Context: an optimization exercise on an open-source flow, tuned for small area, a short achievable clock period and few clock cycles. The choices shown serve that exercise and are no tape-out recipe. No run shown here included a check of the RTL's function; only the layout flow was run.

==> flow/design.v (outline; a module is shown in full before it is edited, if it fits) <==
// module serial_config_rx: 35 lines
// module mandel_engine: 136 lines
// module mandel_tree_x: 230 lines
// module mandel_tree_y: 146 lines
// module mandel_tree_e: 188 lines
// module mandel_render_top: 36 lines
module mandel_render_top #(
    parameter int IMG_W = 8,
    parameter int IMG_H = 6
) (
    input  logic                                 clk,
    input  logic                                 reset,
    input  logic                                 cfg_sen,
    input  logic                                 cfg_sclk,
    input  logic                                 cfg_sdata,
    output logic                                 pixel_valid,
    output logic [mandel_fixed_pkg::PIX_WIDTH-1:0] pixel_count,
    output logic                                 frame_done,
    output logic                                 busy
);
  // ...
==> flow/flow/run.sh <==
#!/bin/bash
set -euo pipefail
R="$PWD/orfs/results/$FLOW_PLATFORM/mandel_render_top/base"
bash standard.sh "$R/1_2_yosys.v" > synth_make.log 2>&1
cp "$R/1_2_yosys.v" yosys_netlist_before_polarity.v
python3 flow/polarity.py "$R/1_2_yosys.v" > polarity.log 2>&1
bash standard.sh finish SETUP_SLACK_MARGIN=6.0 > layout_make.log 2>&1
==> flow/flow/polarity.py <==
#!/usr/bin/env python3
"""Remove inverters around full adders in a flat Yosys netlist.

A full adder is self-dual: FA(~a, ~b, ~c) = (~sum, ~cout). Yosys's extract_fa
leaves many inverters between chained sky130 full adders. This pass collapses
every inverter chain into a polarity on its source net, chooses for each full
adder whether it computes the true or the complemented function (greedy local
search on the area of the inverters needed), may swap a gate for its
complemented twin (and2 <-> nand2, ...) when that saves an inverter, and then
puts back at most one inverter per source net that still needs its complement.

Only combinational inverters and full adders change; registers, ports and all
other cells keep their names and connections.

usage: polarity.py NETLIST.v [OUT.v]   (in place without OUT.v)
"""
import re
import sys
from collections import defaultdict

INV_RE = re.compile(r'^sky130_fd_sc_hd__(inv|clkinv)_\d+$')
FA_RE = re.compile(r'^sky130_fd_sc_hd__fa_\d+$')
OUT_PINS = {'X', 'Y', 'Q', 'Q_N', 'SUM', 'COUT', 'HI', 'LO'}
INV_AREA = 3.7536

# Gates with a complemented twin on the same input pins: (true, complement, area, area)
TWINS = [('and2_1', 'nand2_1', 6.256, 3.7536), ('or2_1', 'nor2_1', 6.256, 3.7536),
         ('xor2_1', 'xnor2_1', 8.7584, 8.7584), ('a21o_1', 'a21oi_1', 7.5072, 5.0048),
         ('o21a_1', 'o21ai_1', 7.5072, 5.0048), ('o21a_1', 'o21ai_0', 7.5072, 5.0048),
         ('and3_1', 'nand3_1', 6.256, 5.0048), ('or3_1', 'nor3_1', 6.256, 5.0048),
         ('a22o_1', 'a22oi_1', 8.7584, 7.5072), ('mux2_1', 'mux2i_1', 11.2608, 10.0096),
         ('o22a_1', 'o22ai_1', 8.7584, 6.256), ('a211o_1', 'a211oi_1', 8.7584, 7.5072),
         ('o211a_1', 'o211ai_1', 10.0096, 7.5072), ('and4_1', 'nand4_1', 8.7584, 6.256),
         ('or4_1', 'nor4_1', 7.5072, 6.256), ('and2b_1', 'nand2b_1', 7.5072, 6.256),
         ('or2b_1', 'nor2b_1', 7.5072, 6.256), ('a31o_1', 'a31oi_1', 8.7584, 6.256),
         ('o31a_1', 'o31ai_1', 8.7584, 7.5072), ('a21bo_1', 'a21boi_0', 10.0096, 7.5072),
         ('o21ba_1', 'o21bai_1', 10.0096, 7.5072), ('and3b_1', 'nand3b_1', 8.7584, 7.5072),
         ('or3b_1', 'nor3b_1', 8.7584, 7.5072), ('a32o_1', 'a32oi_1', 10.0096, 8.7584)]
TWIN = {}
for t, c, at, ac in TWINS:
    TWIN.setdefault('sky130_fd_sc_hd__' + t, ('sky130_fd_sc_hd__' + c, 'Y', ac - at))
    TWIN.setdefault('sky130_fd_sc_hd__' + c, ('sky130_fd_sc_hd__' + t, 'X', at - ac))

CELL_RE = re.compile(r'^([ \t]*)(sky130_fd_sc_hd__\w+)\s+(\\\S+\s|[\w$]+)\s*\((.*?)\);\s*$',
                     re.S | re.M)
PIN_RE = re.compile(r'\.(\w+)\(([^()]*)\)')


def norm(net):
    return net.strip()


def main():
    src = sys.argv[1]
    dst = sys.argv[2] if len(sys.argv) > 2 else src
    text = open(src).read()

    cells = []   # dict(type, name, pins: list of (pin, net), span)
    for m in CELL_RE.finditer(text):
        pins = [(p, norm(n)) for p, n in PIN_RE.findall(m.group(4))]
        cells.append(dict(indent=m.group(1), type=m.group(2), name=m.group(3),
                          pins=pins, span=m.span()))

    header = text[:cells[0]['span'][0]] if cells else text
    ports = set()
    for m in re.finditer(r'^\s*(input|output|inout)\s+(\[[^\]]*\]\s*)?([^;]+);', header, re.M):
        for n in m.group(3).split(','):
            ports.add(n.strip())
    if re.search(r'^\s*assign\b', text, re.M):
        assigned = set(re.findall(r'\\\S+\s|[\w$]+', ' '.join(
            re.findall(r'^\s*assign\s+(.*?);', text, re.M))))
    else:
        assigned = set()

    def base(net):
        return re.sub(r'\[\d+\]$', '', net.strip())

    def fixed(net):
        b = base(net)
        return (b in ports or net in assigned or b in assigned or "'" in net
                or net.startswith('{'))

    driver = {}
    for i, c in enumerate(cells):
        for p, n in c['pins']:
            if p in OUT_PINS:
                driver[n] = (i, p)

    # Inverters that can be collapsed
    inv_of = {}   # output net -> input net
    collapsed = set()
    for i, c in enumerate(cells):
        if INV_RE.match(c['type']):
            pins = dict(c['pins'])
            a, y = pins.get('A'), pins.get('Y')
            if a is None or y is None or fixed(y) or a == 'clk':
                continue
            inv_of[y] = a
            collapsed.add(i)

    def root(net):
        q = 0
        seen = set()
        while net in inv_of and net not in seen:
            seen.add(net)
            net = inv_of[net]
            q ^= 1
        return net, q

    fa_idx = [i for i, c in enumerate(cells) if FA_RE.match(c['type'])
              or (c['type'] in TWIN and i not in collapsed
                  and not any(fixed(n) for p, n in c['pins'] if p in OUT_PINS))]
    fa_pos = {i: k for k, i in enumerate(fa_idx)}
    flip = [0] * len(fa_idx)

    # ph(root) = flip of the full adder driving it, else 0
    def ph(r):
        d = driver.get(r)
        if d is not None and d[0] in fa_pos:
            return flip[fa_pos[d[0]]]
        return 0

    # loads: list of (cell index, pin, root, q)
    loads = []
    loads_of_root = defaultdict(list)
    for i, c in enumerate(cells):
        if i in collapsed:
            continue
        for p, n in c['pins']:
            if p in OUT_PINS:
                continue
            r, q = root(n)
            loads.append((i, p, r, q))
            loads_of_root[r].append(len(loads) - 1)
    # ports and assigned nets driven through collapsed inverters cannot occur
    # (their inverters are kept), so every kept net has its loads listed.

    is_fa = [bool(FA_RE.match(cells[i]['type'])) for i in fa_idx]

    def need(li):
        i, p, r, q = loads[li]
        f = flip[fa_pos[i]] if i in fa_pos and is_fa[fa_pos[i]] else 0
        return q ^ f ^ ph(r)

    def swap_area(k):
        return 0.0 if is_fa[k] else (TWIN[cells[fa_idx[k]]['type']][2] if flip[k] else 0.0)

    def cost_root(r):
        return 1 if any(need(li) for li in loads_of_root[r]) else 0

    def cost_local(k, rs):
        return INV_AREA * sum(cost_root(r) for r in rs) + swap_area(k)

    def fa_roots(k):
        i = fa_idx[k]
        rs = set()
        for p, n in cells[i]['pins']:
            if p in OUT_PINS:
                rs.add(n)
            elif is_fa[k]:
                rs.add(root(n)[0])
        return rs

    before = sum(cost_root(r) for r in loads_of_root)
    improved = True
    passes = 0
    while improved and passes < 50:
        improved = False
        passes += 1
        for k in range(len(fa_idx)):
            rs = fa_roots(k)
            c0 = cost_local(k, rs)
            flip[k] ^= 1
            c1 = cost_local(k, rs)
            if c1 < c0 - 1e-9:
                improved = True
            else:
                flip[k] ^= 1
    after = sum(cost_root(r) for r in loads_of_root)

    # New inverters: one per root that needs a complement
    inv_net = {}
    new_cells = []
    for r in sorted(loads_of_root):
        if cost_root(r):
            nm = 'pol_' + re.sub(r'[^A-Za-z0-9_]', '_', r.strip('\\ ')) + '_n'
            while nm in inv_net.values():
                nm += '_'
            inv_net[r] = nm
            new_cells.append((r, nm))

    def conn(li):
        i, p, r, q = loads[li]
        return inv_net[r] if need(li) else r

    def fmt_net(n):
        return n + ' ' if n.startswith('\\') and not n.endswith(' ') else n

    # Rebuild cell texts
    load_at = {}
    for li, (i, p, r, q) in enumerate(loads):
        load_at[(i, p)] = li
    out = []
    pos = 0
    for i, c in enumerate(cells):
        s, e = c['span']
        out.append(text[pos:s])
        pos = e
        if i in collapsed:
            continue
        lines = []
        typ = c['type']
        swapped = i in fa_pos and not is_fa[fa_pos[i]] and flip[fa_pos[i]]
        if swapped:
            typ = TWIN[c['type']][0]
        for p, n in c['pins']:
            if p in OUT_PINS:
                nn = n
                if swapped:
                    p = TWIN[c['type']][1]
            else:
                nn = conn(load_at[(i, p)])
            lines.append('%s    .%s(%s)' % (c['indent'], p, fmt_net(nn)))
        out.append('%s%s %s (\n%s\n%s);\n' % (c['indent'], typ, c['name'].rstrip(),
                                            ',\n'.join(lines), c['indent']))
    tail = text[pos:]
    add = []
    for k, (r, nm) in enumerate(new_cells):
        add.append('  sky130_fd_sc_hd__inv_1 pol_inv_%d (\n    .A(%s),\n    .Y(%s)\n  );\n'
                   % (k, fmt_net(r), nm))
    endm = tail.rfind('endmodule')
    tail = tail[:endm] + ''.join(add) + tail[endm:]
    body = ''.join(out) + tail
    # declare the new nets after the module header's declarations
    decl = ''.join('  wire %s;\n' % nm for r, nm in new_cells)
    first = CELL_RE.search(body)
    body = body[:first.start()] + decl + body[first.start():]
    open(dst, 'w').write(body)
    nfa = sum(is_fa)
    print('polarity: %d full adders (%d flipped), %d twin gates (%d swapped), inverters %d -> %d'
          % (nfa, sum(f for f, a in zip(flip, is_fa) if a), len(fa_idx) - nfa,
             sum(f for f, a in zip(flip, is_fa) if not a), len(collapsed), after))


if __name__ == '__main__':
    main()
==> flow/standard.sh <==
#!/bin/bash
# synth_recipe.tcl (not shown) runs the flow's synth.tcl, then flattens the netlist and writes it again
# the make line also repeats each setting of config.mk as NAME=value (left out here)
make -C /OpenROAD-flow-scripts/flow DESIGN_CONFIG=/design/flow/config.mk WORK_HOME=/design/flow/orfs CLKGATE_MAP_FILE= SYNTH_SCRIPT=/design/flow/synth_recipe.tcl "${@:-finish}"
==> flow/config.mk <==
export PLATFORM = sky130hd
export DESIGN_NAME = mandel_render_top
export DESIGN_NICKNAME = mandel_render_top
export VERILOG_FILES = /design/flow/design.v
export SDC_FILE = /design/flow/constraint.sdc
export NUM_CORES = 4
export LEC_CHECK = 0
export CAP_MARGIN = 20
export CORE_MARGIN = 2
export CORE_UTILIZATION = 40
export SLEW_MARGIN = 20
==> flow/constraint.sdc <==
create_clock -name core_clock -period 9.0 [get_ports {clk}]
set_input_delay 1.8000 -clock core_clock [delete_from_list [all_inputs] [get_ports {clk}]]
set_output_delay 1.8000 -clock core_clock [all_outputs]
set_load 0.01 [all_outputs]
==> run notes, run 1 <==
- The max-slew violation count was 0.
- Along the worst hold path, the cell count comes to 0.
* Non-Filler Cell Area, Final: approximately 0.016 mm^2
- At the placement stage, the worst setup path has a slack of approximately 5.0 ns.
- CTS tree: yes
* Number of vias in the routed layout: 8,337
* CTS HTree Levels: 4
- Headroom to the max-slew limit came out at 51.2%.
- In the layout the commonest cells are inv_1 (139), dfxtp_1 (129), fa_1 (120).
- Static timing analysis puts the maximum clock frequency at between 0.2 and 0.3 GHz.
- Count of flip-flops and latches: about 180
- Slowest cell on the critical path: fa_1
- The multi-input combinational cells in the finished layout cover a total of 0.00878 mm^2.
- Horizontal extent of the die: 185 um
- The Yosys step of the flow raised 11 warnings.
* Number of ordinary inverters in the final layout: 166
- For this block, the initial DRC count from the detailed router was 479.
- Global routing met1 resource utilization: 24.8%
* Avg Synthesized Cell Area: between 10 and 15 um^2
* Worst-margin pin slew: between 0.7 and 0.8 ns
- Reg2Reg Setup Slack: about 5.6 ns
* Global router's overall resource usage: a little under a fifth
- Largest registers: u_rx.shreg (33), u_engine.xr2 (32), u_engine.er2 (24)
- Ant. Diodes: 0
- Status: timing/DRC/antenna clean
- In the finished design, the share of the clock period the worst path needs comes to around 37%.
* Core ar.: 0.0324 mm^2
* Clock buffer depth: 2
- Fill cells in the final layout number between 2,000 and 3,000.
- Entering global routing, the biggest net connects 34 pins.
- Sequential portion of the cell area: 26.0%
* Worst setup EP type: register
- Final cell utilization of the core: between 40% and 50%
- Global routing used 3.10% of the available met3 tracks.
- Non-clock buffer share of cell area: roughly 5.9%
- The critical path contains buffers and inverters numbering 2 combined.
==> module mandel_engine, before the edit <==
module mandel_engine (
    input  logic                 clk,
    input  logic                 reset,
    input  mandel_cfg_pkg::cfg_t cfg,
    input  logic                 start,
    output logic                 pixel_valid,
    output logic [3:0]           pixel_count,
    output logic                 frame_done,
    output logic                 busy
);
    logic               start_d;   
    logic               v1, f1, o1;
    logic [5:0]         p1;
    logic [6:0]         k1;
    logic [10:0]        zr1, zi1;
    logic               v2, f2, o2;
    logic [5:0]         p2;
    logic [6:0]         k2;
    logic [10:0]        xr2 [3];
    logic               xcin2;
    logic [10:0]        yr2 [2];
    logic               ycin2;
    logic [11:0]        er2 [2];
    logic               ecin2;
    logic               ovf2;
    logic [18:0] xr [3];
    logic [5:0]  xsh, ysh;
    logic [17:0] yr [2];
    logic [19:0] er [2];
    logic [8:0]  xlo, elo;
    logic [7:0]  ylo;
    logic        ovf;
    assign ovf = (zr1[10] ^ zr1[9]) | (zi1[10] ^ zi1[9]);
    assign xsh = 6'(p1[2:0]) << cfg.scaling;
    assign ysh = 6'(p1[5:3]) << cfg.scaling;
    mandel_tree_x u_tx (.zr(zr1[9:0]), .zi(zi1[9:0]), .cr(cfg.cr_offset), .xs(xsh),
                        .row0(xr[0]), .row1(xr[1]), .row2(xr[2]));
    mandel_tree_y u_ty (.zr(zr1[9:0]), .zi(zi1[9:0]), .ci(cfg.ci_offset), .ys(ysh),
                        .row0(yr[0]), .row1(yr[1]));
    mandel_tree_e u_te (.zr(zr1[9:0]), .zi(zi1[9:0]), .row0(er[0]), .row1(er[1]));
    assign xlo = {1'b0, xr[0][7:0]} + {1'b0, xr[1][7:0]};
    assign ylo = {1'b0, yr[0][6:0]} + {1'b0, yr[1][6:0]};
    assign elo = {1'b0, er[0][7:0]} + {1'b0, er[1][7:0]};
    always_ff @(posedge clk) begin
        for (int i = 0; i < 3; i++) xr2[i] <= xr[i][18:8];
        for (int i = 0; i < 2; i++) yr2[i] <= yr[i][17:7];
        for (int i = 0; i < 2; i++) er2[i] <= er[i][19:8];
        xcin2 <= xlo[8];
        ycin2 <= ylo[7];
        ecin2 <= elo[8];
        ovf2  <= ovf;
        f2    <= f1;
        p2    <= p1;
        k2    <= k1;
    end
    logic [10:0] zr_n, zi_n;
    logic [11:0] mag;
    logic        esc, lim0, lim1, stop, fin, out_now, last, take;
    logic [6:0]  k_inc, cnt;
    logic [5:0]  p_new;
    logic [10:0] xu_s, xu_c, yu_s, yu_c;
    logic [11:0] eu_s, eu_c;
    assign xu_s = xr2[0] ^ xr2[1] ^ xr2[2];
    assign xu_c = {(xr2[0][9:0] & xr2[1][9:0]) | (xr2[0][9:0] & xr2[2][9:0]) | (xr2[1][9:0] & xr2[2][9:0]), xcin2};
    assign yu_s = yr2[0];
    assign yu_c = yr2[1];
    assign eu_s = er2[0];
    assign eu_c = er2[1];
    assign zr_n  = xu_s + xu_c;
    assign zi_n  = yu_s + yu_c + 11'(ycin2);
    assign mag   = eu_s + eu_c + 12'(ecin2);
    assign esc   = ovf2 || (mag[11:10] != 2'd0);
    assign k_inc = k2 + 7'd1;
    assign lim0  = (k2 == cfg.max_ctr);
    assign lim1  = (k_inc == cfg.max_ctr);
    assign stop  = esc || lim0 || lim1;
    assign fin   = f2 || stop;
    assign cnt   = (f2 || esc || lim0) ? k2 : k_inc;
    assign out_now = v2 && fin && o2;
    assign last  = (p2 == 6'd47);
    assign take  = start_d || (out_now && (p2 < 6'd46));
    assign p_new = start_d ? 6'd1 : p2 + 6'd2;
    logic [3:0] cnt_sel, k_sel, nesc_sel;
    assign k_sel    = k2[cfg.ctr_select +: 4];
    assign nesc_sel = (lim1 && !f2 && !lim0) ? cfg.max_ctr[cfg.ctr_select +: 4] : k_sel;
    assign cnt_sel  = esc ? k_sel : nesc_sel;
    always_ff @(posedge clk) begin
        if (reset) begin
            busy        <= 1'b0;
            pixel_valid <= 1'b0;
            frame_done  <= 1'b0;
            start_d     <= 1'b0;
            v1          <= 1'b0;
            v2          <= 1'b0;
        end else begin
            start_d     <= start;
            pixel_valid <= out_now;
            frame_done  <= out_now && last;
            if (start) begin
                busy <= 1'b1;
                v1   <= 1'b1;
                v2   <= 1'b0;
            end else begin
                if (out_now && last) busy <= 1'b0;
                v1 <= take || (v2 && !out_now);
                v2 <= v1;
            end
        end
    end
    always_ff @(posedge clk) begin
        pixel_count <= cnt_sel;
        o2 <= o1 || out_now;
        if (start) begin
            p1  <= '0;
            o1  <= 1'b1;
            f1  <= 1'b0;
            k1  <= '0;
            zr1 <= '0;
            zi1 <= '0;
        end else if (take) begin
            p1  <= p_new;
            o1  <= 1'b0;
            f1  <= 1'b0;
            k1  <= '0;
            zr1 <= '0;
            zi1 <= '0;
        end else begin
            p1  <= p2;
            o1  <= o2 && !out_now;
            f1  <= fin;
            k1  <= fin ? cnt : k_inc;
            zr1 <= zr_n;
            zi1 <= zi_n;
        end
    end
endmodule
==> inputs of run 2 (changes only) <==
--- a/flow/design.v
+++ b/flow/design.v
@@ -88,11 +88,13 @@
     logic               xcin2;
-    logic [10:0]        yr2 [2];
+    logic [10:0]        yr2 [3];
     logic               ycin2;
-    logic [11:0]        er2 [2];
+    logic [11:0]        er2 [3];
     logic               ecin2;
     logic               ovf2;
+    logic [10:0]        xk2;       
     logic [18:0] xr [3];
-    logic [5:0]  xsh, ysh;
-    logic [17:0] yr [2];
-    logic [19:0] er [2];
+    logic [10:0] kx;
+    logic [5:0]  ysh;
+    logic [17:0] yr [3];
+    logic [19:0] er [3];
     logic [8:0]  xlo, elo;
@@ -101,9 +103,8 @@
     assign ovf = (zr1[10] ^ zr1[9]) | (zi1[10] ^ zi1[9]);
-    assign xsh = 6'(p1[2:0]) << cfg.scaling;
     assign ysh = 6'(p1[5:3]) << cfg.scaling;
-    mandel_tree_x u_tx (.zr(zr1[9:0]), .zi(zi1[9:0]), .cr(cfg.cr_offset), .xs(xsh),
-                        .row0(xr[0]), .row1(xr[1]), .row2(xr[2]));
+    mandel_tree_x u_tx (.zr(zr1[9:0]), .zi(zi1[9:0]), .cr(cfg.cr_offset),
+                        .row0(xr[0]), .row1(xr[1]), .row2(xr[2]), .kx(kx));
     mandel_tree_y u_ty (.zr(zr1[9:0]), .zi(zi1[9:0]), .ci(cfg.ci_offset), .ys(ysh),
-                        .row0(yr[0]), .row1(yr[1]));
-    mandel_tree_e u_te (.zr(zr1[9:0]), .zi(zi1[9:0]), .row0(er[0]), .row1(er[1]));
+                        .row0(yr[0]), .row1(yr[1]), .row2(yr[2]));
+    mandel_tree_e u_te (.zr(zr1[9:0]), .zi(zi1[9:0]), .row0(er[0]), .row1(er[1]), .row2(er[2]));
     assign xlo = {1'b0, xr[0][7:0]} + {1'b0, xr[1][7:0]};
@@ -113,4 +114,4 @@
         for (int i = 0; i < 3; i++) xr2[i] <= xr[i][18:8];
-        for (int i = 0; i < 2; i++) yr2[i] <= yr[i][17:7];
-        for (int i = 0; i < 2; i++) er2[i] <= er[i][19:8];
+        for (int i = 0; i < 3; i++) yr2[i] <= yr[i][17:7];
+        for (int i = 0; i < 3; i++) er2[i] <= er[i][19:8];
         xcin2 <= xlo[8];
@@ -119,2 +120,3 @@
         ovf2  <= ovf;
+        xk2   <= 11'(6'(p1[2:0]) << cfg.scaling) + kx;
         f2    <= f1;
@@ -128,13 +130,17 @@
     logic [5:0]  p_new;
-    logic [10:0] xu_s, xu_c, yu_s, yu_c;
+    logic [10:0] xt_s, xt_c, xu_s, xu_c, yu_s, yu_c;
     logic [11:0] eu_s, eu_c;
-    assign xu_s = xr2[0] ^ xr2[1] ^ xr2[2];
-    assign xu_c = {(xr2[0][9:0] & xr2[1][9:0]) | (xr2[0][9:0] & xr2[2][9:0]) | (xr2[1][9:0] & xr2[2][9:0]), xcin2};
-    assign yu_s = yr2[0];
-    assign yu_c = yr2[1];
-    assign eu_s = er2[0];
-    assign eu_c = er2[1];
+    logic [10:0] xk;
+    assign xk   = xk2;
+    assign xt_s = xr2[0] ^ xr2[1] ^ xr2[2];
+    assign xt_c = {(xr2[0][9:0] & xr2[1][9:0]) | (xr2[0][9:0] & xr2[2][9:0]) | (xr2[1][9:0] & xr2[2][9:0]), xcin2};
+    assign xu_s = xt_s ^ xt_c ^ xk;
+    assign xu_c = {(xt_s[9:0] & xt_c[9:0]) | (xt_s[9:0] & xk[9:0]) | (xt_c[9:0] & xk[9:0]), 1'b0};
+    assign yu_s = yr2[0] ^ yr2[1] ^ yr2[2];
+    assign yu_c = {(yr2[0][9:0] & yr2[1][9:0]) | (yr2[0][9:0] & yr2[2][9:0]) | (yr2[1][9:0] & yr2[2][9:0]), ycin2};
+    assign eu_s = er2[0] ^ er2[1] ^ er2[2];
+    assign eu_c = {(er2[0][10:0] & er2[1][10:0]) | (er2[0][10:0] & er2[2][10:0]) | (er2[1][10:0] & er2[2][10:0]), ecin2};
     assign zr_n  = xu_s + xu_c;
-    assign zi_n  = yu_s + yu_c + 11'(ycin2);
-    assign mag   = eu_s + eu_c + 12'(ecin2);
+    assign zi_n  = yu_s + yu_c;
+    assign mag   = eu_s + eu_c;
     assign esc   = ovf2 || (mag[11:10] != 2'd0);
@@ -208,6 +214,6 @@
     input  logic [10:0] cr,
-    input  logic [5:0] xs,
     output logic [18:0] row0,
     output logic [18:0] row1,
-    output logic [18:0] row2
+    output logic [18:0] row2,
+    output logic [10:0] kx
 );
@@ -224,4 +230,3 @@
     logic s161, k162, s163, k164, s165, k166, s167, k168, s169, k170, s171, k172, s173, k174, s175, k176;
-    logic s177, k178, s179, k180, s181, k182, s183, k184, s185, k186, s187, k188, s189, k190, s191, k192;
-    logic s193, k194, s195, k196, s197, k198, s199, k200, s201, k202, s203, k204;
+    logic s177, k178;
     assign s1 = zr[0] ^ ~zi[0];
@@ -254,181 +259,156 @@
     assign k28 = (zr[4] & (zr[0] & zr[7])) | (zr[4] & (zr[1] & zr[6])) | ((zr[0] & zr[7]) & (zr[1] & zr[6]));
-    assign s29 = zr[5] ^ ~(zr[0] & zr[9]) ^ (zr[1] & zr[8]);
-    assign k30 = (zr[5] & ~(zr[0] & zr[9])) | (zr[5] & (zr[1] & zr[8])) | (~(zr[0] & zr[9]) & (zr[1] & zr[8]));
-    assign s31 = k4 ^ k6;
-    assign k32 = k4 & k6;
-    assign s33 = k8 ^ s9 ^ s11;
-    assign k34 = (k8 & s9) | (k8 & s11) | (s9 & s11);
-    assign s35 = k10 ^ k12 ^ s13;
-    assign k36 = (k10 & k12) | (k10 & s13) | (k12 & s13);
-    assign s37 = k14 ^ k16 ^ s17;
-    assign k38 = (k14 & k16) | (k14 & s17) | (k16 & s17);
-    assign s39 = s19 ^ s21;
-    assign k40 = s19 & s21;
-    assign s41 = k18 ^ k20 ^ k22;
-    assign k42 = (k18 & k20) | (k18 & k22) | (k20 & k22);
-    assign s43 = s23 ^ s25 ^ 1'b1;
-    assign k44 = (s23 & s25) | (s23 & 1'b1) | (s25 & 1'b1);
-    assign s45 = k24 ^ k26 ^ s27;
-    assign k46 = (k24 & k26) | (k24 & s27) | (k26 & s27);
-    assign s47 = (zr[2] & zr[5]) ^ (zr[3] & zr[4]) ^ ~zi[4];
-    assign k48 = ((zr[2] & zr[5]) & (zr[3] & zr[4])) | ((zr[2] & zr[5]) & ~zi[4]) | ((zr[3] & zr[4]) & ~zi[4]);
-    assign s49 = ~(zi[0] & zi[7]) ^ ~(zi[1] & zi[6]) ^ ~(zi[2] & zi[5]);
-    assign k50 = (~(zi[0] & zi[7]) & ~(zi[1] & zi[6])) | (~(zi[0] & zi[7]) & ~(zi[2] & zi[5])) | (~(zi[1] & zi[6]) & ~(zi[2] & zi[5]));
-    assign s51 = k28 ^ (zr[0] & zr[8]) ^ (zr[1] & zr[7]);
-    assign k52 = (k28 & (zr[0] & zr[8])) | (k28 & (zr[1] & zr[7])) | ((zr[0] & zr[8]) & (zr[1] & zr[7]));
-    assign s53 = (zr[2] & zr[6]) ^ (zr[3] & zr[5]) ^ ~(zi[0] & zi[8]);
-    assign k54 = ((zr[2] & zr[6]) & (zr[3] & zr[5])) | ((zr[2] & zr[6]) & ~(zi[0] & zi[8])) | ((zr[3] & zr[5]) & ~(zi[0] & zi[8]));
-    assign s55 = ~(zi[1] & zi[7]) ^ ~(zi[2] & zi[6]) ^ ~(zi[3] & zi[5]);
-    assign k56 = (~(zi[1] & zi[7]) & ~(zi[2] & zi[6])) | (~(zi[1] & zi[7]) & ~(zi[3] & zi[5])) | (~(zi[2] & zi[6]) & ~(zi[3] & zi[5]));
-    assign s57 = s29 ^ (zr[2] & zr[7]) ^ (zr[3] & zr[6]);
-    assign k58 = (s29 & (zr[2] & zr[7])) | (s29 & (zr[3] & zr[6])) | ((zr[2] & zr[7]) & (zr[3] & zr[6]));
-    assign s59 = (zr[4] & zr[5]) ^ ~zi[5] ^ (zi[0] & zi[9]);
-    assign k60 = ((zr[4] & zr[5]) & ~zi[5]) | ((zr[4] & zr[5]) & (zi[0] & zi[9])) | (~zi[5] & (zi[0] & zi[9]));
-    assign s61 = ~(zi[1] & zi[8]) ^ ~(zi[2] & zi[7]) ^ ~(zi[3] & zi[6]);
-    assign k62 = (~(zi[1] & zi[8]) & ~(zi[2] & zi[7])) | (~(zi[1] & zi[8]) & ~(zi[3] & zi[6])) | (~(zi[2] & zi[7]) & ~(zi[3] & zi[6]));
-    assign s63 = ~(zi[4] & zi[5]) ^ cr[2];
-    assign k64 = ~(zi[4] & zi[5]) & cr[2];
-    assign s65 = k30 ^ ~(zr[1] & zr[9]) ^ (zr[2] & zr[8]);
-    assign k66 = (k30 & ~(zr[1] & zr[9])) | (k30 & (zr[2] & zr[8])) | (~(zr[1] & zr[9]) & (zr[2] & zr[8]));
-    assign s67 = (zr[3] & zr[7]) ^ (zr[4] & zr[6]) ^ (zi[1] & zi[9]);
-    assign k68 = ((zr[3] & zr[7]) & (zr[4] & zr[6])) | ((zr[3] & zr[7]) & (zi[1] & zi[9])) | ((zr[4] & zr[6]) & (zi[1] & zi[9]));
-    assign s69 = ~(zi[2] & zi[8]) ^ ~(zi[3] & zi[7]) ^ ~(zi[4] & zi[6]);
-    assign k70 = (~(zi[2] & zi[8]) & ~(zi[3] & zi[7])) | (~(zi[2] & zi[8]) & ~(zi[4] & zi[6])) | (~(zi[3] & zi[7]) & ~(zi[4] & zi[6]));
-    assign s71 = zr[6] ^ ~(zr[2] & zr[9]) ^ (zr[3] & zr[8]);
-    assign k72 = (zr[6] & ~(zr[2] & zr[9])) | (zr[6] & (zr[3] & zr[8])) | (~(zr[2] & zr[9]) & (zr[3] & zr[8]));
-    assign s73 = (zr[4] & zr[7]) ^ (zr[5] & zr[6]) ^ ~zi[6];
-    assign k74 = ((zr[4] & zr[7]) & (zr[5] & zr[6])) | ((zr[4] & zr[7]) & ~zi[6]) | ((zr[5] & zr[6]) & ~zi[6]);
-    assign s75 = (zi[2] & zi[9]) ^ ~(zi[3] & zi[8]) ^ ~(zi[4] & zi[7]);
-    assign k76 = ((zi[2] & zi[9]) & ~(zi[3] & zi[8])) | ((zi[2] & zi[9]) & ~(zi[4] & zi[7])) | (~(zi[3] & zi[8]) & ~(zi[4] & zi[7]));
-    assign s77 = ~(zr[3] & zr[9]) ^ (zr[4] & zr[8]) ^ (zr[5] & zr[7]);
-    assign k78 = (~(zr[3] & zr[9]) & (zr[4] & zr[8])) | (~(zr[3] & zr[9]) & (zr[5] & zr[7])) | ((zr[4] & zr[8]) & (zr[5] & zr[7]));
-    assign s79 = zr[7] ^ ~(zr[4] & zr[9]);
-    assign k80 = zr[7] & ~(zr[4] & zr[9]);
-    assign s81 = k32 ^ s33;
-    assign k82 = k32 & s33;
-    assign s83 = k34 ^ s35 ^ s15;
-    assign k84 = (k34 & s35) | (k34 & s15) | (s35 & s15);
-    assign s85 = k36 ^ s37 ^ s39;
-    assign k86 = (k36 & s37) | (k36 & s39) | (s37 & s39);
-    assign s87 = k38 ^ k40 ^ s41;
-    assign k88 = (k38 & k40) | (k38 & s41) | (k40 & s41);
-    assign s89 = k42 ^ k44 ^ s45;
-    assign k90 = (k42 & k44) | (k42 & s45) | (k44 & s45);
-    assign s91 = s47 ^ s49 ^ ~(zi[3] & zi[4]);
-    assign k92 = (s47 & s49) | (s47 & ~(zi[3] & zi[4])) | (s49 & ~(zi[3] & zi[4]));
-    assign s93 = k46 ^ k48 ^ k50;
-    assign k94 = (k46 & k48) | (k46 & k50) | (k48 & k50);
-    assign s95 = s51 ^ s53 ^ s55;
-    assign k96 = (s51 & s53) | (s51 & s55) | (s53 & s55);
-    assign s97 = cr[1] ^ xs[1];
-    assign k98 = cr[1] & xs[1];
-    assign s99 = k52 ^ k54 ^ k56;
-    assign k100 = (k52 & k54) | (k52 & k56) | (k54 & k56);
-    assign s101 = s57 ^ s59 ^ s61;
-    assign k102 = (s57 & s59) | (s57 & s61) | (s59 & s61);
-    assign s103 = s63 ^ xs[2] ^ 1'b1;
-    assign k104 = (s63 & xs[2]) | (s63 & 1'b1) | (xs[2] & 1'b1);
-    assign s105 = k58 ^ k60 ^ k62;
-    assign k106 = (k58 & k60) | (k58 & k62) | (k60 & k62);
-    assign s107 = k64 ^ s65 ^ s67;
-    assign k108 = (k64 & s65) | (k64 & s67) | (s65 & s67);
-    assign s109 = s69 ^ cr[3] ^ xs[3];
-    assign k110 = (s69 & cr[3]) | (s69 & xs[3]) | (cr[3] & xs[3]);
-    assign s111 = k66 ^ k68 ^ k70;
-    assign k112 = (k66 & k68) | (k66 & k70) | (k68 & k70);
-    assign s113 = s71 ^ s73 ^ s75;
-    assign k114 = (s71 & s73) | (s71 & s75) | (s73 & s75);
-    assign s115 = ~(zi[5] & zi[6]) ^ cr[4] ^ xs[4];
-    assign k116 = (~(zi[5] & zi[6]) & cr[4]) | (~(zi[5] & zi[6]) & xs[4]) | (cr[4] & xs[4]);
-    assign s117 = k72 ^ k74 ^ k76;
-    assign k118 = (k72 & k74) | (k72 & k76) | (k74 & k76);
-    assign s119 = s77 ^ (zi[3] & zi[9]) ^ ~(zi[4] & zi[8]);
-    assign k120 = (s77 & (zi[3] & zi[9])) | (s77 & ~(zi[4] & zi[8])) | ((zi[3] & zi[9]) & ~(zi[4] & zi[8]));
-    assign s121 = ~(zi[5] & zi[7]) ^ cr[5] ^ xs[5];
-    assign k122 = (~(zi[5] & zi[7]) & cr[5]) | (~(zi[5] & zi[7]) & xs[5]) | (cr[5] & xs[5]);
-    assign s123 = k78 ^ s79 ^ (zr[5] & zr[8]);
-    assign k124 = (k78 & s79) | (k78 & (zr[5] & zr[8])) | (s79 & (zr[5] & zr[8]));
-    assign s125 = (zr[6] & zr[7]) ^ ~zi[7] ^ (zi[4] & zi[9]);
-    assign k126 = ((zr[6] & zr[7]) & ~zi[7]) | ((zr[6] & zr[7]) & (zi[4] & zi[9])) | (~zi[7] & (zi[4] & zi[9]));
-    assign s127 = ~(zi[5] & zi[8]) ^ ~(zi[6] & zi[7]) ^ cr[6];
-    assign k128 = (~(zi[5] & zi[8]) & ~(zi[6] & zi[7])) | (~(zi[5] & zi[8]) & cr[6]) | (~(zi[6] & zi[7]) & cr[6]);
-    assign s129 = k80 ^ ~(zr[5] & zr[9]) ^ (zr[6] & zr[8]);
-    assign k130 = (k80 & ~(zr[5] & zr[9])) | (k80 & (zr[6] & zr[8])) | (~(zr[5] & zr[9]) & (zr[6] & zr[8]));
-    assign s131 = (zi[5] & zi[9]) ^ ~(zi[6] & zi[8]);
-    assign k132 = (zi[5] & zi[9]) & ~(zi[6] & zi[8]);
-    assign s133 = zr[8] ^ ~(zr[6] & zr[9]) ^ (zr[7] & zr[8]);
-    assign k134 = (zr[8] & ~(zr[6] & zr[9])) | (zr[8] & (zr[7] & zr[8])) | (~(zr[6] & zr[9]) & (zr[7] & zr[8]));
-    assign s135 = ~zi[8] ^ (zi[6] & zi[9]);
-    assign k136 = ~zi[8] & (zi[6] & zi[9]);
-    assign s137 = k86 ^ s87;
-    assign k138 = k86 & s87;
-    assign s139 = k88 ^ s89 ^ s91;
-    assign k140 = (k88 & s89) | (k88 & s91) | (s89 & s91);
-    assign s141 = cr[0] ^ xs[0];
-    assign k142 = cr[0] & xs[0];
-    assign s143 = k90 ^ k92 ^ s93;
-    assign k144 = (k90 & k92) | (k90 & s93) | (k92 & s93);
-    assign s145 = s95 ^ s97 ^ 1'b1;
-    assign k146 = (s95 & s97) | (s95 & 1'b1) | (s97 & 1'b1);
-    assign s147 = k94 ^ k96 ^ k98;
-    assign k148 = (k94 & k96) | (k94 & k98) | (k96 & k98);
-    assign s149 = s99 ^ s101 ^ s103;
-    assign k150 = (s99 & s101) | (s99 & s103) | (s101 & s103);
-    assign s151 = k100 ^ k102 ^ k104;
-    assign k152 = (k100 & k102) | (k100 & k104) | (k102 & k104);
-    assign s153 = s105 ^ s107 ^ s109;
-    assign k154 = (s105 & s107) | (s105 & s109) | (s107 & s109);
-    assign s155 = k106 ^ k108 ^ k110;
-    assign k156 = (k106 & k108) | (k106 & k110) | (k108 & k110);
-    assign s157 = s111 ^ s113 ^ s115;
-    assign k158 = (s111 & s113) | (s111 & s115) | (s113 & s115);
-    assign s159 = k112 ^ k114 ^ k116;
-    assign k160 = (k112 & k114) | (k112 & k116) | (k114 & k116);
-    assign s161 = s117 ^ s119 ^ s121;
-    assign k162 = (s117 & s119) | (s117 & s121) | (s119 & s121);
-    assign s163 = k118 ^ k120 ^ k122;
-    assign k164 = (k118 & k120) | (k118 & k122) | (k120 & k122);
-    assign s165 = s123 ^ s125 ^ s127;
-    assign k166 = (s123 & s125) | (s123 & s127) | (s125 & s127);
-    assign s167 = k124 ^ k126 ^ k128;
-    assign k168 = (k124 & k126) | (k124 & k128) | (k126 & k128);
-    assign s169 = s129 ^ s131 ^ cr[7];
-    assign k170 = (s129 & s131) | (s129 & cr[7]) | (s131 & cr[7]);
-    assign s171 = k130 ^ k132 ^ s133;
-    assign k172 = (k130 & k132) | (k130 & s133) | (k132 & s133);
-    assign s173 = s135 ^ ~(zi[7] & zi[8]) ^ cr[8];
-    assign k174 = (s135 & ~(zi[7] & zi[8])) | (s135 & cr[8]) | (~(zi[7] & zi[8]) & cr[8]);
-    assign s175 = k134 ^ k136 ^ ~(zr[7] & zr[9]);
-    assign k176 = (k134 & k136) | (k134 & ~(zr[7] & zr[9])) | (k136 & ~(zr[7] & zr[9]));
-    assign s177 = (zi[7] & zi[9]) ^ cr[9];
-    assign k178 = (zi[7] & zi[9]) & cr[9];
-    assign s179 = zr[9] ^ ~(zr[8] & zr[9]) ^ ~zi[9];
-    assign k180 = (zr[9] & ~(zr[8] & zr[9])) | (zr[9] & ~zi[9]) | (~(zr[8] & zr[9]) & ~zi[9]);
-    assign s181 = (zi[8] & zi[9]) ^ ~cr[10] ^ 1'b1;
-    assign k182 = ((zi[8] & zi[9]) & ~cr[10]) | ((zi[8] & zi[9]) & 1'b1) | (~cr[10] & 1'b1);
-    assign s183 = k138 ^ s139;
-    assign k184 = k138 & s139;
-    assign s185 = k140 ^ k142 ^ s143;
-    assign k186 = (k140 & k142) | (k140 & s143) | (k142 & s143);
-    assign s187 = k144 ^ k146 ^ s147;
-    assign k188 = (k144 & k146) | (k144 & s147) | (k146 & s147);
-    assign s189 = k148 ^ k150 ^ s151;
-    assign k190 = (k148 & k150) | (k148 & s151) | (k150 & s151);
-    assign s191 = k152 ^ k154 ^ s155;
-    assign k192 = (k152 & k154) | (k152 & s155) | (k154 & s155);
-    assign s193 = k156 ^ k158 ^ s159;
-    assign k194 = (k156 & k158) | (k156 & s159) | (k158 & s159);
-    assign s195 = k160 ^ k162 ^ s163;
-    assign k196 = (k160 & k162) | (k160 & s163) | (k162 & s163);
-    assign s197 = k164 ^ k166 ^ s167;
-    assign k198 = (k164 & k166) | (k164 & s167) | (k166 & s167);
-    assign s199 = k168 ^ k170 ^ s171;
-    assign k200 = (k168 & k170) | (k168 & s171) | (k170 & s171);
-    assign s201 = k172 ^ k174 ^ s175;
-    assign k202 = (k172 & k174) | (k172 & s175) | (k174 & s175);
-    assign s203 = k176 ^ k178 ^ s179;
-    assign k204 = (k176 & k178) | (k176 & s179) | (k178 & s179);
-    assign row0 = {k202, k200, k198, k196, k194, k192, k190, k188, k186, k184, s183, s137, k84, k82, s81, s31, s3, k2, s1};
-    assign row1 = {s203, s201, s199, s197, s195, s193, s191, s189, s187, s185, s141, s43, s85, s83, 1'b1, s7, s5, 1'b1, 1'b1};
-    assign row2 = {s181, s177, s173, s169, s165, s161, s157, s153, s149, s145, 1'b1, 1'b0, 1'b0, 1'b0, 1'b0, 1'b0, 1'b0, 1'b0, 1'b0};
+    assign s29 = (zr[2] & zr[5]) ^ (zr[3] & zr[4]) ^ ~zi[4];
+    assign k30 = ((zr[2] & zr[5]) & (zr[3] & zr[4])) | ((zr[2] & zr[5]) & ~zi[4]) | ((zr[3] & zr[4]) & ~zi[4]);
+    assign s31 = (zr[0] & zr[8]) ^ (zr[1] & zr[7]) ^ (zr[2] & zr[6]);
+    assign k32 = ((zr[0] & zr[8]) & (zr[1] & zr[7])) | ((zr[0] & zr[8]) & (zr[2] & zr[6])) | ((zr[1] & zr[7]) & (zr[2] & zr[6]));
+    assign s33 = zr[5] ^ ~(zr[0] & zr[9]) ^ (zr[1] & zr[8]);
+    assign k34 = (zr[5] & ~(zr[0] & zr[9])) | (zr[5] & (zr[1] & zr[8])) | (~(zr[0] & zr[9]) & (zr[1] & zr[8]));
+    assign s35 = (zr[2] & zr[7]) ^ (zr[3] & zr[6]) ^ (zr[4] & zr[5]);
+    assign k36 = ((zr[2] & zr[7]) & (zr[3] & zr[6])) | ((zr[2] & zr[7]) & (zr[4] & zr[5])) | ((zr[3] & zr[6]) & (zr[4] & zr[5]));
+    assign s37 = ~zi[5] ^ (zi[0] & zi[9]);
+    assign k38 = ~zi[5] & (zi[0] & zi[9]);
+    assign s39 = ~(zr[1] & zr[9]) ^ (zr[2] & zr[8]) ^ (zr[3] & zr[7]);
+    assign k40 = (~(zr[1] & zr[9]) & (zr[2] & zr[8])) | (~(zr[1] & zr[9]) & (zr[3] & zr[7])) | ((zr[2] & zr[8]) & (zr[3] & zr[7]));
+    assign s41 = (zr[4] & zr[6]) ^ (zi[1] & zi[9]);
+    assign k42 = (zr[4] & zr[6]) & (zi[1] & zi[9]);
+    assign s43 = zr[6] ^ ~(zr[2] & zr[9]) ^ (zr[3] & zr[8]);
+    assign k44 = (zr[6] & ~(zr[2] & zr[9])) | (zr[6] & (zr[3] & zr[8])) | (~(zr[2] & zr[9]) & (zr[3] & zr[8]));
+    assign s45 = (zr[4] & zr[7]) ^ (zr[5] & zr[6]) ^ ~zi[6];
+    assign k46 = ((zr[4] & zr[7]) & (zr[5] & zr[6])) | ((zr[4] & zr[7]) & ~zi[6]) | ((zr[5] & zr[6]) & ~zi[6]);
+    assign s47 = k4 ^ k6;
+    assign k48 = k4 & k6;
+    assign s49 = k8 ^ s9 ^ s11;
+    assign k50 = (k8 & s9) | (k8 & s11) | (s9 & s11);
+    assign s51 = k10 ^ k12 ^ s13;
+    assign k52 = (k10 & k12) | (k10 & s13) | (k12 & s13);
+    assign s53 = k14 ^ k16 ^ s17;
+    assign k54 = (k14 & k16) | (k14 & s17) | (k16 & s17);
+    assign s55 = s19 ^ s21;
+    assign k56 = s19 & s21;
+    assign s57 = k18 ^ k20 ^ k22;
+    assign k58 = (k18 & k20) | (k18 & k22) | (k20 & k22);
+    assign s59 = s23 ^ s25 ^ 1'b1;
+    assign k60 = (s23 & s25) | (s23 & 1'b1) | (s25 & 1'b1);
+    assign s61 = k24 ^ k26 ^ s27;
+    assign k62 = (k24 & k26) | (k24 & s27) | (k26 & s27);
+    assign s63 = s29 ^ ~(zi[0] & zi[7]) ^ ~(zi[1] & zi[6]);
+    assign k64 = (s29 & ~(zi[0] & zi[7])) | (s29 & ~(zi[1] & zi[6])) | (~(zi[0] & zi[7]) & ~(zi[1] & zi[6]));
+    assign s65 = ~(zi[2] & zi[5]) ^ ~(zi[3] & zi[4]);
+    assign k66 = ~(zi[2] & zi[5]) & ~(zi[3] & zi[4]);
+    assign s67 = k28 ^ k30 ^ s31;
+    assign k68 = (k28 & k30) | (k28 & s31) | (k30 & s31);
+    assign s69 = (zr[3] & zr[5]) ^ ~(zi[0] & zi[8]) ^ ~(zi[1] & zi[7]);
+    assign k70 = ((zr[3] & zr[5]) & ~(zi[0] & zi[8])) | ((zr[3] & zr[5]) & ~(zi[1] & zi[7])) | (~(zi[0] & zi[8]) & ~(zi[1] & zi[7]));
+    assign s71 = ~(zi[2] & zi[6]) ^ ~(zi[3] & zi[5]) ^ cr[1];
+    assign k72 = (~(zi[2] & zi[6]) & ~(zi[3] & zi[5])) | (~(zi[2] & zi[6]) & cr[1]) | (~(zi[3] & zi[5]) & cr[1]);
+    assign s73 = k32 ^ s33 ^ s35;
+    assign k74 = (k32 & s33) | (k32 & s35) | (s33 & s35);
+    assign s75 = s37 ^ ~(zi[1] & zi[8]) ^ ~(zi[2] & zi[7]);
+    assign k76 = (s37 & ~(zi[1] & zi[8])) | (s37 & ~(zi[2] & zi[7])) | (~(zi[1] & zi[8]) & ~(zi[2] & zi[7]));
+    assign s77 = ~(zi[3] & zi[6]) ^ ~(zi[4] & zi[5]) ^ cr[2];
+    assign k78 = (~(zi[3] & zi[6]) & ~(zi[4] & zi[5])) | (~(zi[3] & zi[6]) & cr[2]) | (~(zi[4] & zi[5]) & cr[2]);
+    assign s79 = k34 ^ k36 ^ k38;
+    assign k80 = (k34 & k36) | (k34 & k38) | (k36 & k38);
+    assign s81 = s39 ^ s41 ^ ~(zi[2] & zi[8]);
+    assign k82 = (s39 & s41) | (s39 & ~(zi[2] & zi[8])) | (s41 & ~(zi[2] & zi[8]));
+    assign s83 = ~(zi[3] & zi[7]) ^ ~(zi[4] & zi[6]) ^ cr[3];
+    assign k84 = (~(zi[3] & zi[7]) & ~(zi[4] & zi[6])) | (~(zi[3] & zi[7]) & cr[3]) | (~(zi[4] & zi[6]) & cr[3]);
+    assign s85 = k40 ^ k42 ^ s43;
+    assign k86 = (k40 & k42) | (k40 & s43) | (k42 & s43);
+    assign s87 = s45 ^ (zi[2] & zi[9]) ^ ~(zi[3] & zi[8]);
+    assign k88 = (s45 & (zi[2] & zi[9])) | (s45 & ~(zi[3] & zi[8])) | ((zi[2] & zi[9]) & ~(zi[3] & zi[8]));
+    assign s89 = ~(zi[4] & zi[7]) ^ ~(zi[5] & zi[6]) ^ cr[4];
+    assign k90 = (~(zi[4] & zi[7]) & ~(zi[5] & zi[6])) | (~(zi[4] & zi[7]) & cr[4]) | (~(zi[5] & zi[6]) & cr[4]);
+    assign s91 = k44 ^ k46 ^ ~(zr[3] & zr[9]);
+    assign k92 = (k44 & k46) | (k44 & ~(zr[3] & zr[9])) | (k46 & ~(zr[3] & zr[9]));
+    assign s93 = (zr[4] & zr[8]) ^ (zr[5] & zr[7]) ^ (zi[3] & zi[9]);
+    assign k94 = ((zr[4] & zr[8]) & (zr[5] & zr[7])) | ((zr[4] & zr[8]) & (zi[3] & zi[9])) | ((zr[5] & zr[7]) & (zi[3] & zi[9]));
+    assign s95 = ~(zi[4] & zi[8]) ^ ~(zi[5] & zi[7]) ^ cr[5];
+    assign k96 = (~(zi[4] & zi[8]) & ~(zi[5] & zi[7])) | (~(zi[4] & zi[8]) & cr[5]) | (~(zi[5] & zi[7]) & cr[5]);
+    assign s97 = zr[7] ^ ~(zr[4] & zr[9]) ^ (zr[5] & zr[8]);
+    assign k98 = (zr[7] & ~(zr[4] & zr[9])) | (zr[7] & (zr[5] & zr[8])) | (~(zr[4] & zr[9]) & (zr[5] & zr[8]));
+    assign s99 = (zr[6] & zr[7]) ^ ~zi[7] ^ (zi[4] & zi[9]);
+    assign k100 = ((zr[6] & zr[7]) & ~zi[7]) | ((zr[6] & zr[7]) & (zi[4] & zi[9])) | (~zi[7] & (zi[4] & zi[9]));
+    assign s101 = ~(zi[5] & zi[8]) ^ ~(zi[6] & zi[7]) ^ cr[6];
+    assign k102 = (~(zi[5] & zi[8]) & ~(zi[6] & zi[7])) | (~(zi[5] & zi[8]) & cr[6]) | (~(zi[6] & zi[7]) & cr[6]);
+    assign s103 = ~(zr[5] & zr[9]) ^ (zr[6] & zr[8]) ^ (zi[5] & zi[9]);
+    assign k104 = (~(zr[5] & zr[9]) & (zr[6] & zr[8])) | (~(zr[5] & zr[9]) & (zi[5] & zi[9])) | ((zr[6] & zr[8]) & (zi[5] & zi[9]));
+    assign s105 = zr[8] ^ ~(zr[6] & zr[9]) ^ (zr[7] & zr[8]);
+    assign k106 = (zr[8] & ~(zr[6] & zr[9])) | (zr[8] & (zr[7] & zr[8])) | (~(zr[6] & zr[9]) & (zr[7] & zr[8]));
+    assign s107 = k48 ^ s49;
+    assign k108 = k48 & s49;
+    assign s109 = k50 ^ s51 ^ s15;
+    assign k110 = (k50 & s51) | (k50 & s15) | (s51 & s15);
+    assign s111 = k52 ^ s53 ^ s55;
+    assign k112 = (k52 & s53) | (k52 & s55) | (s53 & s55);
+    assign s113 = k54 ^ k56 ^ s57;
+    assign k114 = (k54 & k56) | (k54 & s57) | (k56 & s57);
+    assign s115 = k58 ^ k60 ^ s61;
+    assign k116 = (k58 & k60) | (k58 & s61) | (k60 & s61);
+    assign s117 = s63 ^ s65;
+    assign k118 = s63 & s65;
+    assign s119 = k62 ^ k64 ^ k66;
+    assign k120 = (k62 & k64) | (k62 & k66) | (k64 & k66);
+    assign s121 = s67 ^ s69 ^ s71;
+    assign k122 = (s67 & s69) | (s67 & s71) | (s69 & s71);
+    assign s123 = k68 ^ k70 ^ k72;
+    assign k124 = (k68 & k70) | (k68 & k72) | (k70 & k72);
+    assign s125 = s73 ^ s75 ^ s77;
+    assign k126 = (s73 & s75) | (s73 & s77) | (s75 & s77);
+    assign s127 = k74 ^ k76 ^ k78;
+    assign k128 = (k74 & k76) | (k74 & k78) | (k76 & k78);
+    assign s129 = s79 ^ s81 ^ s83;
+    assign k130 = (s79 & s81) | (s79 & s83) | (s81 & s83);
+    assign s131 = k80 ^ k82 ^ k84;
+    assign k132 = (k80 & k82) | (k80 & k84) | (k82 & k84);
+    assign s133 = s85 ^ s87 ^ s89;
+    assign k134 = (s85 & s87) | (s85 & s89) | (s87 & s89);
+    assign s135 = k86 ^ k88 ^ k90;
+    assign k136 = (k86 & k88) | (k86 & k90) | (k88 & k90);
+    assign s137 = s91 ^ s93 ^ s95;
+    assign k138 = (s91 & s93) | (s91 & s95) | (s93 & s95);
+    assign s139 = k92 ^ k94 ^ k96;
+    assign k140 = (k92 & k94) | (k92 & k96) | (k94 & k96);
+    assign s141 = s97 ^ s99 ^ s101;
+    assign k142 = (s97 & s99) | (s97 & s101) | (s99 & s101);
+    assign s143 = k98 ^ k100 ^ k102;
+    assign k144 = (k98 & k100) | (k98 & k102) | (k100 & k102);
+    assign s145 = s103 ^ ~(zi[6] & zi[8]) ^ cr[7];
+    assign k146 = (s103 & ~(zi[6] & zi[8])) | (s103 & cr[7]) | (~(zi[6] & zi[8]) & cr[7]);
+    assign s147 = k104 ^ s105 ^ ~zi[8];
+    assign k148 = (k104 & s105) | (k104 & ~zi[8]) | (s105 & ~zi[8]);
+    assign s149 = (zi[6] & zi[9]) ^ ~(zi[7] & zi[8]) ^ cr[8];
+    assign k150 = ((zi[6] & zi[9]) & ~(zi[7] & zi[8])) | ((zi[6] & zi[9]) & cr[8]) | (~(zi[7] & zi[8]) & cr[8]);
+    assign s151 = k106 ^ ~(zr[7] & zr[9]) ^ (zi[7] & zi[9]);
+    assign k152 = (k106 & ~(zr[7] & zr[9])) | (k106 & (zi[7] & zi[9])) | (~(zr[7] & zr[9]) & (zi[7] & zi[9]));
+    assign s153 = zr[9] ^ ~(zr[8] & zr[9]) ^ ~zi[9];
+    assign k154 = (zr[9] & ~(zr[8] & zr[9])) | (zr[9] & ~zi[9]) | (~(zr[8] & zr[9]) & ~zi[9]);
+    assign s155 = k112 ^ s113;
+    assign k156 = k112 & s113;
+    assign s157 = k114 ^ s115 ^ s117;
+    assign k158 = (k114 & s115) | (k114 & s117) | (s115 & s117);
+    assign s159 = k116 ^ k118 ^ s119;
+    assign k160 = (k116 & k118) | (k116 & s119) | (k118 & s119);
+    assign s161 = k120 ^ k122 ^ s123;
+    assign k162 = (k120 & k122) | (k120 & s123) | (k122 & s123);
+    assign s163 = k124 ^ k126 ^ s127;
+    assign k164 = (k124 & k126) | (k124 & s127) | (k126 & s127);
+    assign s165 = k128 ^ k130 ^ s131;
+    assign k166 = (k128 & k130) | (k128 & s131) | (k130 & s131);
+    assign s167 = k132 ^ k134 ^ s135;
+    assign k168 = (k132 & k134) | (k132 & s135) | (k134 & s135);
+    assign s169 = k136 ^ k138 ^ s139;
+    assign k170 = (k136 & k138) | (k136 & s139) | (k138 & s139);
+    assign s171 = k140 ^ k142 ^ s143;
+    assign k172 = (k140 & k142) | (k140 & s143) | (k142 & s143);
+    assign s173 = k144 ^ k146 ^ s147;
+    assign k174 = (k144 & k146) | (k144 & s147) | (k146 & s147);
+    assign s175 = k148 ^ k150 ^ s151;
+    assign k176 = (k148 & k150) | (k148 & s151) | (k150 & s151);
+    assign s177 = k152 ^ s153 ^ (zi[8] & zi[9]);
+    assign k178 = (k152 & s153) | (k152 & (zi[8] & zi[9])) | (s153 & (zi[8] & zi[9]));
+    assign row0 = {k176, k174, k172, k170, k168, k166, k164, k162, k160, k158, k156, s155, k110, k108, s107, s47, s3, k2, s1};
+    assign row1 = {s177, s175, s173, s171, s169, s167, s165, s163, s161, s159, s157, s59, s111, s109, 1'b1, s7, s5, 1'b1, 1'b1};
+    assign row2 = {~cr[10], cr[9], s149, s145, s141, s137, s133, s129, s125, s121, cr[0], 1'b0, 1'b0, 1'b0, 1'b0, 1'b0, 1'b0, 1'b0, 1'b0};
+    assign kx = 11'd1031;
 endmodule
@@ -440,3 +420,4 @@
     output logic [17:0] row0,
-    output logic [17:0] row1
+    output logic [17:0] row1,
+    output logic [17:0] row2
 );
@@ -448,4 +429,3 @@
     logic k66, s67, k68, s69, k70, s71, k72, s73, k74, s75, k76, s77, k78, s79, k80, s81;
-    logic k82, s83, k84, s85, k86, s87, k88, s89, k90, s91, k92, s93, k94, s95, k96, s97;
-    logic k98, s99, k100, s101, k102, s103, k104, s105, k106, s107, k108, s109, k110, s111, k112;
+    logic k82, s83, k84, s85, k86, s87, k88, s89, k90;
     assign bo0 = zi[0] ^ 1'b0;
@@ -555,26 +535,5 @@
     assign k90 = (k70 & ~(((bo3 & zr[9]) | (bt3 & zr[9])) ^ bn3)) | (k70 & (((bo4 & zr[8]) | (bt4 & zr[7])) ^ bn4)) | (~(((bo3 & zr[9]) | (bt3 & zr[9])) ^ bn3) & (((bo4 & zr[8]) | (bt4 & zr[7])) ^ bn4));
-    assign s91 = s71 ^ s41;
-    assign k92 = s71 & s41;
-    assign s93 = k72 ^ s73 ^ s45;
-    assign k94 = (k72 & s73) | (k72 & s45) | (s73 & s45);
-    assign s95 = k74 ^ s75 ^ s49;
-    assign k96 = (k74 & s75) | (k74 & s49) | (s75 & s49);
-    assign s97 = k76 ^ s77 ^ s53;
-    assign k98 = (k76 & s77) | (k76 & s53) | (s77 & s53);
-    assign s99 = k78 ^ s79 ^ s57;
-    assign k100 = (k78 & s79) | (k78 & s57) | (s79 & s57);
-    assign s101 = k80 ^ s81 ^ s61;
-    assign k102 = (k80 & s81) | (k80 & s61) | (s81 & s61);
-    assign s103 = k82 ^ s83 ^ s65;
-    assign k104 = (k82 & s83) | (k82 & s65) | (s83 & s65);
-    assign s105 = k84 ^ s85 ^ ci[7];
-    assign k106 = (k84 & s85) | (k84 & ci[7]) | (s85 & ci[7]);
-    assign s107 = k86 ^ s87 ^ 1'b1;
-    assign k108 = (k86 & s87) | (k86 & 1'b1) | (s87 & 1'b1);
-    assign s109 = k88 ^ s89 ^ ci[9];
-    assign k110 = (k88 & s89) | (k88 & ci[9]) | (s89 & ci[9]);
-    assign s111 = k90 ^ (((bo4 & zr[9]) | (bt4 & zr[8])) ^ bn4) ^ ~ci[10];
-    assign k112 = (k90 & (((bo4 & zr[9]) | (bt4 & zr[8])) ^ bn4)) | (k90 & ~ci[10]) | ((((bo4 & zr[9]) | (bt4 & zr[8])) ^ bn4) & ~ci[10]);
-    assign row0 = {k110, k108, k106, k104, k102, k100, k98, k96, k94, k92, s91, k36, k34, s33, k2, s1, (((bo0 & zr[1]) | (bt0 & zr[0])) ^ bn0), ((bo0 & zr[0]) ^ bn0)};
-    assign row1 = {s111, s109, s107, s105, s103, s101, s99, s97, s95, s93, ys[0], s37, s35, bn2, s3, bn1, 1'b0, bn0};
+    assign row0 = {k90, k88, k86, k84, k82, k80, k78, k76, k74, k72, s71, k36, k34, s33, k2, s1, (((bo0 & zr[1]) | (bt0 & zr[0])) ^ bn0), ((bo0 & zr[0]) ^ bn0)};
+    assign row1 = {(((bo4 & zr[9]) | (bt4 & zr[8])) ^ bn4), s89, s87, s85, s83, s81, s79, s77, s75, s73, s41, s37, s35, bn2, s3, bn1, 1'b0, bn0};
+    assign row2 = {~ci[10], ci[9], 1'b1, ci[7], s65, s61, s57, s53, s49, s45, ys[0], 1'b0, 1'b0, 1'b0, 1'b0, 1'b0, 1'b0, 1'b0};
 endmodule
@@ -584,3 +543,4 @@
     output logic [19:0] row0,
-    output logic [19:0] row1
+    output logic [19:0] row1,
+    output logic [19:0] row2
 );
@@ -595,4 +555,3 @@
     logic s129, k130, s131, k132, s133, k134, s135, k136, s137, k138, s139, k140, s141, k142, s143, k144;
-    logic s145, k146, s147, k148, s149, k150, s151, k152, s153, k154, s155, k156, s157, k158, s159, k160;
-    logic s161, k162, s163, k164, s165, k166, s167, k168;
+    logic s145, k146;
     assign s1 = zr[1] ^ (zr[0] & zr[1]) ^ zi[1];
@@ -743,26 +702,5 @@
     assign k146 = (zr[9] & ~(zr[8] & zr[9])) | (zr[9] & zi[9]) | (~(zr[8] & zr[9]) & zi[9]);
-    assign s147 = s125 ^ s91;
-    assign k148 = s125 & s91;
-    assign s149 = k126 ^ s127 ^ s95;
-    assign k150 = (k126 & s127) | (k126 & s95) | (s127 & s95);
-    assign s151 = k128 ^ s129 ^ s99;
-    assign k152 = (k128 & s129) | (k128 & s99) | (s129 & s99);
-    assign s153 = k130 ^ s131 ^ s103;
-    assign k154 = (k130 & s131) | (k130 & s103) | (s131 & s103);
-    assign s155 = k132 ^ s133 ^ s107;
-    assign k156 = (k132 & s133) | (k132 & s107) | (s133 & s107);
-    assign s157 = k134 ^ s135 ^ s111;
-    assign k158 = (k134 & s135) | (k134 & s111) | (s135 & s111);
-    assign s159 = k136 ^ s137 ^ s115;
-    assign k160 = (k136 & s137) | (k136 & s115) | (s137 & s115);
-    assign s161 = k138 ^ s139 ^ s119;
-    assign k162 = (k138 & s139) | (k138 & s119) | (s139 & s119);
-    assign s163 = k140 ^ s141 ^ s123;
-    assign k164 = (k140 & s141) | (k140 & s123) | (s141 & s123);
-    assign s165 = k142 ^ s143 ^ ~(zi[7] & zi[9]);
-    assign k166 = (k142 & s143) | (k142 & ~(zi[7] & zi[9])) | (s143 & ~(zi[7] & zi[9]));
-    assign s167 = k144 ^ s145 ^ ~(zi[8] & zi[9]);
-    assign k168 = (k144 & s145) | (k144 & ~(zi[8] & zi[9])) | (s145 & ~(zi[8] & zi[9]));
-    assign row0 = {k168, k166, k164, k162, k160, k158, k156, k154, k152, k150, k148, s147, k86, k84, s83, s35, k2, s1, 1'b0, zr[0]};
-    assign row1 = {k146, s167, s165, s163, s161, s159, s157, s155, s153, s151, s149, (zi[3] & zi[4]), s87, s85, (zi[1] & zi[3]), s7, s3, (zi[0] & zi[1]), 1'b0, zi[0]};
+    assign row0 = {k146, k144, k142, k140, k138, k136, k134, k132, k130, k128, k126, s125, k86, k84, s83, s35, k2, s1, 1'b0, zr[0]};
+    assign row1 = {1'b0, s145, s143, s141, s139, s137, s135, s133, s131, s129, s127, s91, s87, s85, (zi[1] & zi[3]), s7, s3, (zi[0] & zi[1]), 1'b0, zi[0]};
+    assign row2 = {1'b0, ~(zi[8] & zi[9]), ~(zi[7] & zi[9]), s123, s119, s115, s111, s107, s103, s99, s95, (zi[3] & zi[4]), 1'b0, 1'b0, 1'b0, 1'b0, 1'b0, 1'b0, 1'b0, 1'b0};
 endmodule
==> run 2 against run 1 <==
Still clean on timing, DRC and antenna. Clock skew decreased by 0.0032 ns. Die area is 3.7% higher. Core utilization fell by 0.44 points. Synthesized cell count fell by 0.17%. Global-route usage decreased by 0.37 points. Largest cell class unchanged. Highest routed layer unchanged.
==> run notes, run 2 <==
- Placement row count: 67
* Type of the worst setup path: register to register
- Core ar.: 0.0334 mm^2 (+3.3%)
* Ant. Diodes: 0 (unchanged)
* CTS tree: yes
- Synth Warn #: 11 (unchanged)
- The filler cell count was 2,990 (+2.0%).
- The combined global-route utilization of all metal layers was 18.0% (-0.37 points).
- Status: timing/DRC/antenna clean
- Avg Synthesized Cell Area: 11.4 um^2 (+4.0%)
* Clock-pin slew on the worst setup and hold paths: around 0.060 ns
- During I/O placement, the number of pins put on the boundary was 12.
* Final global-route overflow total: 0
- Clock sink total: between 200 and 250
* Global-route wire length before repair: approximately 50 mm
- The largest net degree at the start of global routing was 34 (unchanged).
* Startpoint type of the worst setup path: register
- Remaining design rule violation count: 0
- In the final layout, the registers with the most flip-flops are u_engine.er2 (34), u_engine.xr2 (33), u_rx.shreg (33).
* Worst setup EP type: register
- For the worst-skew pair, the clock arrives at the later sink with an insertion delay of ~0.54 ns.
* Leading cell type in the layout, fill and taps excluded: fa_1
- Horizontal extent of the die: 188 um (+1.9%)
* Share of post-route cells with drive strength above 1: about 16%
- The worst path needs around 3.0 ns of the cycle, external delays included.
* Number of hold violations in the final report: 0
- The most critical setup path has its startpoint at u_engine.xr2[0][2].
* Mapped Nets: ~1,500
* Reg2Reg Setup Slack: 6.00 ns (+0.37 ns)
- Unrepaired setup endpoints after global routing: true
- Rel. slew slack: 62.5% (+11 points)
* Hold Buf Count CTS: 0
- In this run the tool buffered the top-level ports with 11 buffer cells.
- The startpoint identified for the worst hold timing path is u_engine.k1[1].
- Number of violations reported at the end of detailed-routing iteration 0: 507 (+5.8%)
- Before antenna repair, the detailed router went through 5 iterations.
- The maximum clock frequency was 0.333 GHz (+12%).
* Worst reg2reg path startpoint: u_engine.xr2[0][2]
- In this run the worst path has a maximum fanout of 2.
* Max_cap viols: 0
- The actual transition at the worst max-transition pin is 0.561 ns (-0.169 ns).
- Cell count after synthesis: 1,189
* Largest clock skew in the final design: 0.0127 ns
* Antenna violations before repair: 0
* Wire length on met3: around 1.1 mm
* Register with the most flip-flops: u_engine.er2
- The number of global-route vias before repair was slightly above 9,000.
- The worst setup slack before clock tree synthesis was 5.18 ns (+0.230 ns).
- Commonest non-fill, non-tap cells in the layout: fa_1 (179), dfxtp_1 (161), inv_1 (117)
- Data on the critical path arrives at its endpoint at approximately 3.4 ns.
* CTS HTree Levels: 1 (-3)
- Number of vias in the routed layout: 8,469 (+1.6%)
* Routed wire length on met2: 15.2 mm
* Root buffer cell: clkbuf_16
- Largest register FFs: 34
- Max-slew violation count: 0 (unchanged)
- The worst-case clock buffer depth came to 3 (+1).
- Total half-perimeter wirelength after legalization and detailed placement: ~21 mm
* Count of nets left with antenna violations after detail routing: 0
- The ratio of final minimum period to clock period was 33.3% (-4.1 points).
* Nets: approximately 1,500
* Area of the multi-input gates: 0.00868 mm^2 (-1.1%)
- The die is roughly 190 um tall.
-- run 2: cell types whose count changed in the layout (fill, tap and decap cells not counted), sizes merged, moves of 6 or more --
| cell | previous run | this run |
|---|---|---|
| and2 | 16 | 30 |
| buf | 80 | 56 |
| clkbuf | 19 | 38 |
| dfxtp | 149 | 177 |
| ha | 103 | 97 |
| inv | 170 | 120 |
| nand2 | 97 | 89 |
| nand2b | 10 | 17 |
| xnor2 | 64 | 72 |
| xor2 | 34 | 17 |
-- run 2: area by class of cell --
class | instances | share of cell area [%]
clock inverters | 9 | 0.597
clock buffers | 37 | 4.85
repair buffers | 71 | 4.86
inverters | 119 | 2.85
multi-input cells | 803 | 54.5
flip-flops and latches | 210 | 28.8
well taps | 448 | 3.52
-- run 2: path summary, 6_finish.rpt --
path,endpoint,cells after the start
max,u_engine.zr1[10],10
min,u_engine.k2[1],0
max reg2reg,u_engine.zr1[10],10
min reg2reg,u_engine.k2[1],0
-- run 2: repair_timing --
action | CTS | global route
buffers inserted | 38 | 5
endpoints found under the setup margin | 95 | 72
gates resized for setup | 79 | 53
gates cloned | 3 | 2
pin swaps | 16 | 40
-- run 2: worst max-delay path, stage by stage (launching register included) --
cell,delay (ns)
dfxtp_1,0.33
fa_2,0.51
fa_1,0.62
ha_4,0.23
a211oi_4,0.29
o21ai_2,0.09
a21o_1,0.19
o311a_1,0.32
o22ai_2,0.12
xnor2_1,0.14
nor2_1,0.05
-- run 2: routing by layer --
| metal | global-route usage, % | vias up |
|---|---|---|
| met5 | 0 | - |
| met4 | 4.72 | 0 |
| met3 | 2.38 | 41 |
| met2 | 30.9 | 171 |
| met1 | 24.0 | 4299 |
| li1 | - | 3958 |
-- run 2: stage by stage --
step	cell area [um^2]	instances	hold WS (ns)	utilization [%]
after floorplan	13600	1189	0.310	-
after global placement	14100	1602	0.311	42.2
after detailed placement	14100	1602	0.312	42.2
after CTS	15600	1689	0.326	46.5
after global routing	15900	1697	0.323	47.6
final	15900	1697	0.322	47.6

-- port drivers added, routing unchanged --
Ports are ideal in the flow. The routed layouts listed here were re-timed in OpenROAD.
Step 1: set_driving_cell puts a clkbuf_16 on clk and a buf_2 on each other input, an assumption about the parent block.
Step 2 also shifts input and output timing later by t, the mid clock arrival at the registers, as if the neighbouring blocks saw the same clock.
a / b / c = ideal ports / drivers / drivers and shift; a / b = the first two.
| run | t (ns) | setup slack, ns | latest minus earliest clock arrival (ns) | slew at the worst register clock pin (ns) | cell pins on the clock port's net |
|---|---|---|---|---|---|
| run 1 | 0.496 | 5.626 / 5.626 / 5.626 | 0.016 / 0.016 | 0.08 / 0.08 | 1 |
| run 2 | 0.585 | 5.999 / 5.999 / 5.999 | 0.013 / 0.013 | 0.07 / 0.07 | 1 |
After both steps setup and hold are still met in every run listed.
